From an optimization exercise on the open Yosys and OpenROAD flow, aimed at small area and a short achievable clock period; shortcuts taken in it are not production practice. Function was checked by simulation only, so behaviour that the tests miss may differ from the original. Power is estimated from default activity; no workload was simulated.

==> flow/design.v <==
module sync_fifo_mem #(
    parameter int ADDR_WIDTH = 8,
    parameter int DATA_WIDTH = 8,
    parameter int DEPTH      = 256
) (
    input  logic                  clk,
    input  logic                  shift,
    input  logic                  hold,
    input  logic                  we,
    input  logic [ADDR_WIDTH-1:0] waddr,
    input  logic [DATA_WIDTH-1:0] wdata,
    output logic [DATA_WIDTH-1:0] a0,
    output logic [DATA_WIDTH-1:0] a1
);
    logic [DATA_WIDTH-1:0] mem [DEPTH];
    for (genvar i = 0; i < DEPTH; i++) begin : g_entry
        logic                  ld;
        logic [DATA_WIDTH-1:0] up;
        if (i == DEPTH-1) begin : g_top
            assign up = '0;
        end else begin : g_mid
            assign up = mem[i+1];
        end
        assign ld = we & (waddr == ADDR_WIDTH'(i));
        always_ff @(posedge clk) begin
            mem[i] <= ({DATA_WIDTH{shift}} & up) |
                      ({DATA_WIDTH{hold}}  & mem[i]) |
                      ({DATA_WIDTH{ld}}    & wdata);
        end
    end
    assign a0 = mem[0];
    assign a1 = mem[1];
endmodule
module sync_fifo #(
    parameter int ADDR_WIDTH = 8,
    parameter int DATA_WIDTH = 8
) (
    input  logic                  clk,
    input  logic                  rst,
    input  logic [DATA_WIDTH-1:0] w_data,
    input  logic                  w_push,
    output logic                  w_full,
    input  logic                  r_pop,
    output logic [DATA_WIDTH-1:0] r_data,
    output logic                  r_empty,
    output logic [ADDR_WIDTH:0]   count,
    output logic                  overflow,
    output logic                  underflow
);
    localparam int DEPTH = 1 << ADDR_WIDTH;
    logic [ADDR_WIDTH:0]   cnt_q;
    logic                  empty_q;
    logic                  overflow_q, underflow_q;
    logic [DATA_WIDTH-1:0] rdata_q;
    logic                  st_shift_q;    
    logic                  st_hold_q;     
    logic                  st_write_q;    
    logic [ADDR_WIDTH-1:0] st_pos_q;
    logic [DATA_WIDTH-1:0] st_data_q;
    logic                  st_head_q;     
    logic [DATA_WIDTH-1:0] a0, a1;        
    logic                  push_ok, pop_ok;
    logic [ADDR_WIDTH:0]   cnt_inc, cnt_dec;
    logic                  cnt_is1;
    logic [DATA_WIDTH-1:0] head;
    assign push_ok = w_push & ~cnt_q[ADDR_WIDTH];
    assign pop_ok  = r_pop & ~empty_q;
    assign cnt_inc = cnt_q + 1'b1;
    assign cnt_dec = cnt_q - 1'b1;
    assign cnt_is1 = (cnt_q == (ADDR_WIDTH+1)'(1));
    assign head = st_head_q ? st_data_q : (st_shift_q ? a1 : a0);
    always_ff @(posedge clk) begin
        if (rst) begin
            cnt_q       <= '0;
            empty_q     <= 1'b1;
            overflow_q  <= 1'b0;
            underflow_q <= 1'b0;
            rdata_q     <= '0;
            st_shift_q  <= 1'b0;
            st_hold_q   <= 1'b0;
            st_write_q  <= 1'b0;
            st_head_q   <= 1'b0;
        end else begin
            if (push_ok & ~pop_ok)      cnt_q <= cnt_inc;
            else if (pop_ok & ~push_ok) cnt_q <= cnt_dec;
            empty_q     <= (empty_q & ~push_ok) | (cnt_is1 & pop_ok & ~push_ok);
            overflow_q  <= w_push & cnt_q[ADDR_WIDTH];
            underflow_q <= r_pop & empty_q;
            if (pop_ok) rdata_q <= head;
            st_shift_q  <= pop_ok;
            st_hold_q   <= ~pop_ok;
            st_write_q  <= push_ok;
            st_head_q   <= push_ok & (empty_q | (cnt_is1 & pop_ok));
        end
    end
    always_ff @(posedge clk) begin
        st_data_q <= w_data;
        st_pos_q  <= pop_ok ? cnt_dec[ADDR_WIDTH-1:0] : cnt_q[ADDR_WIDTH-1:0];
    end
    sync_fifo_mem #(
        .ADDR_WIDTH(ADDR_WIDTH),
        .DATA_WIDTH(DATA_WIDTH),
        .DEPTH     (DEPTH)
    ) u_mem (
        .clk  (clk),
        .shift(st_shift_q),
        .hold (st_hold_q),
        .we   (st_write_q),
        .waddr(st_pos_q),
        .wdata(st_data_q),
        .a0   (a0),
        .a1   (a1)
    );
    assign count     = cnt_q;
    assign w_full    = cnt_q[ADDR_WIDTH];
    assign r_empty   = empty_q;
    assign overflow  = overflow_q;
    assign underflow = underflow_q;
    assign r_data    = rdata_q;
endmodule
make LEC_CHECK=0 CAP_MARGIN=20 CORE_MARGIN=2 CORE_UTILIZATION=55 SLEW_MARGIN=20 finish   # period 3.7 ns
run.sh (not shown) runs the stock make flow with config.mk's settings and CLKGATE_MAP_FILE= SYNTH_SCRIPT=/design/flow/synth_recipe.tcl, a recipe that flattens the netlist after the stock synthesis.
==> next run, changes <==
- SETUP_SLACK_MARGIN: default -> 1.5
- TNS_END_PERCENT: default -> 5
What happened: Sequential power barely changes; die area stays the same; final cell count is about the same; flip-flop and latch count stays the same; cell area goes up by 0.42%.
==> next run, changes <==
- SETUP_SLACK_MARGIN: 1.5 -> 1.9
Effect: Routed wire length goes up by a few percent. Worst hold slack is about the same. Non-clock buffer count goes up by 45. Clock skew hardly moves. Count of clock-buffer cells in the layout does not change. Global-route usage goes up by 0.52 points. Sequential power stays flat. Via count goes up slightly. Clock power is about the same. Die area does not change.
==> next run, changes <==
- CORE_UTILIZATION: 55 -> 70
- CTS_CLUSTER_DIAMETER: default -> 100
- CTS_CLUSTER_SIZE: default -> 30
Result: Setup slack gets better by 0.056 ns; clock-buffer cell count decreases by 253; sequential cell count stays the same; final cell count decreases by a little under a tenth; power came out lower by about a fifth; fmax came out higher by a few percent; final area went down by a few percent; hold slack gets worse by 0.023 ns; core utilization went up by 13 points; clock skew is higher by 0.0050 ns; sequential power stays flat.

* * *

== old ==
sync_fifo, a different RTL version from the one above (not shown whole).
For scale: roughly 2100 flip-flops, ~33 I/O pins, ~71000 µm² of cells after synthesis.
==> flow/config.mk <==
export PLATFORM = sky130hd
export DESIGN_NAME = sync_fifo
export DESIGN_NICKNAME = sync_fifo
export VERILOG_FILES = /design/flow/design.v
export SDC_FILE = /design/flow/constraint.sdc
export NUM_CORES = 4
export LEC_CHECK = 0
export CAP_MARGIN = 20
export CORE_MARGIN = 2
export CORE_UTILIZATION = 80
export CTS_CLUSTER_DIAMETER = 100
export CTS_CLUSTER_SIZE = 30
export SETUP_SLACK_MARGIN = 1.8
export SLEW_MARGIN = 20
export SYNTH_HIERARCHICAL = 1
export TNS_END_PERCENT = 100
==> flow/constraint.sdc <==
create_clock -name core_clock -period 3.7 [get_ports {clk}]
set_input_delay 0.7400 -clock core_clock [delete_from_list [all_inputs] [get_ports {clk}]]
set_output_delay 0.7400 -clock core_clock [all_outputs]
set_load 0.01 [all_outputs]
old | status: complete | timing, DRC, antenna: pass
For new, these inputs were changed with respect to old:
--- a/flow/config.mk
+++ b/flow/config.mk
@@ -10 +10 @@
-export CORE_UTILIZATION = 80
+export CORE_UTILIZATION = 84
### Flow results
- new against old: synthesis-to-finish area growth held steady; fraction of area in multi-input gates held steady; last weighted congestion value of the routability-driven placer grew by 1.3%; sequential share of layout area held steady.
- Per the comparison of new with old, total of plain and repair buffers excluding clock buffers now larger; starting density of the core now larger; final instance area comparable.

-- separate check: timing with driven ports --
No port has a modelled driver above. Below, the same layouts with a new extraction and two added sets of constraints. Step 1 (the two cells are an assumption about what drives the block):
set clk [get_ports {clk}]
set_driving_cell -lib_cell sky130_fd_sc_hd__clkbuf_16 $clk
set_driving_cell -lib_cell sky130_fd_sc_hd__buf_2 [delete_from_list [all_inputs] $clk]
Step 2 also shifts input and output timing later by t, the mid clock arrival at the registers, as if the neighbouring blocks saw the same clock. Slacks: no drivers / after step 1 / after step 2; pairs: no drivers / after step 1.
run	t (ns)	setup WS [ns]	slew at the worst register clock pin (ns)	worst slew at a driven data input, ns	cell pins on the clock port's net
the first run of note 1	0.882	0.809 / 0.726 / 0.690	0.06 / 0.06	0.03	1
the second run of note 1	0.899	1.466 / 1.466 / 0.918	0.07 / 0.07	0.03	1
the third run of note 1	0.899	1.658 / 1.573 / 0.919	0.07 / 0.07	0.03	1
the fourth run of note 1	0.775	1.714 / 1.661 / 1.063	0.12 / 0.12	0.03	1
old	0.758	1.730 / 1.708 / 1.208	0.11 / 0.11	0.08	1
new	0.758	1.729 / 1.703 / 1.155	0.12 / 0.12	0.05	1
After both steps setup and hold are still met in every run listed. The setup slack of the third run of note 1, which loses most, moves by -0.085 ns with the drivers and by -0.739 ns with both steps.
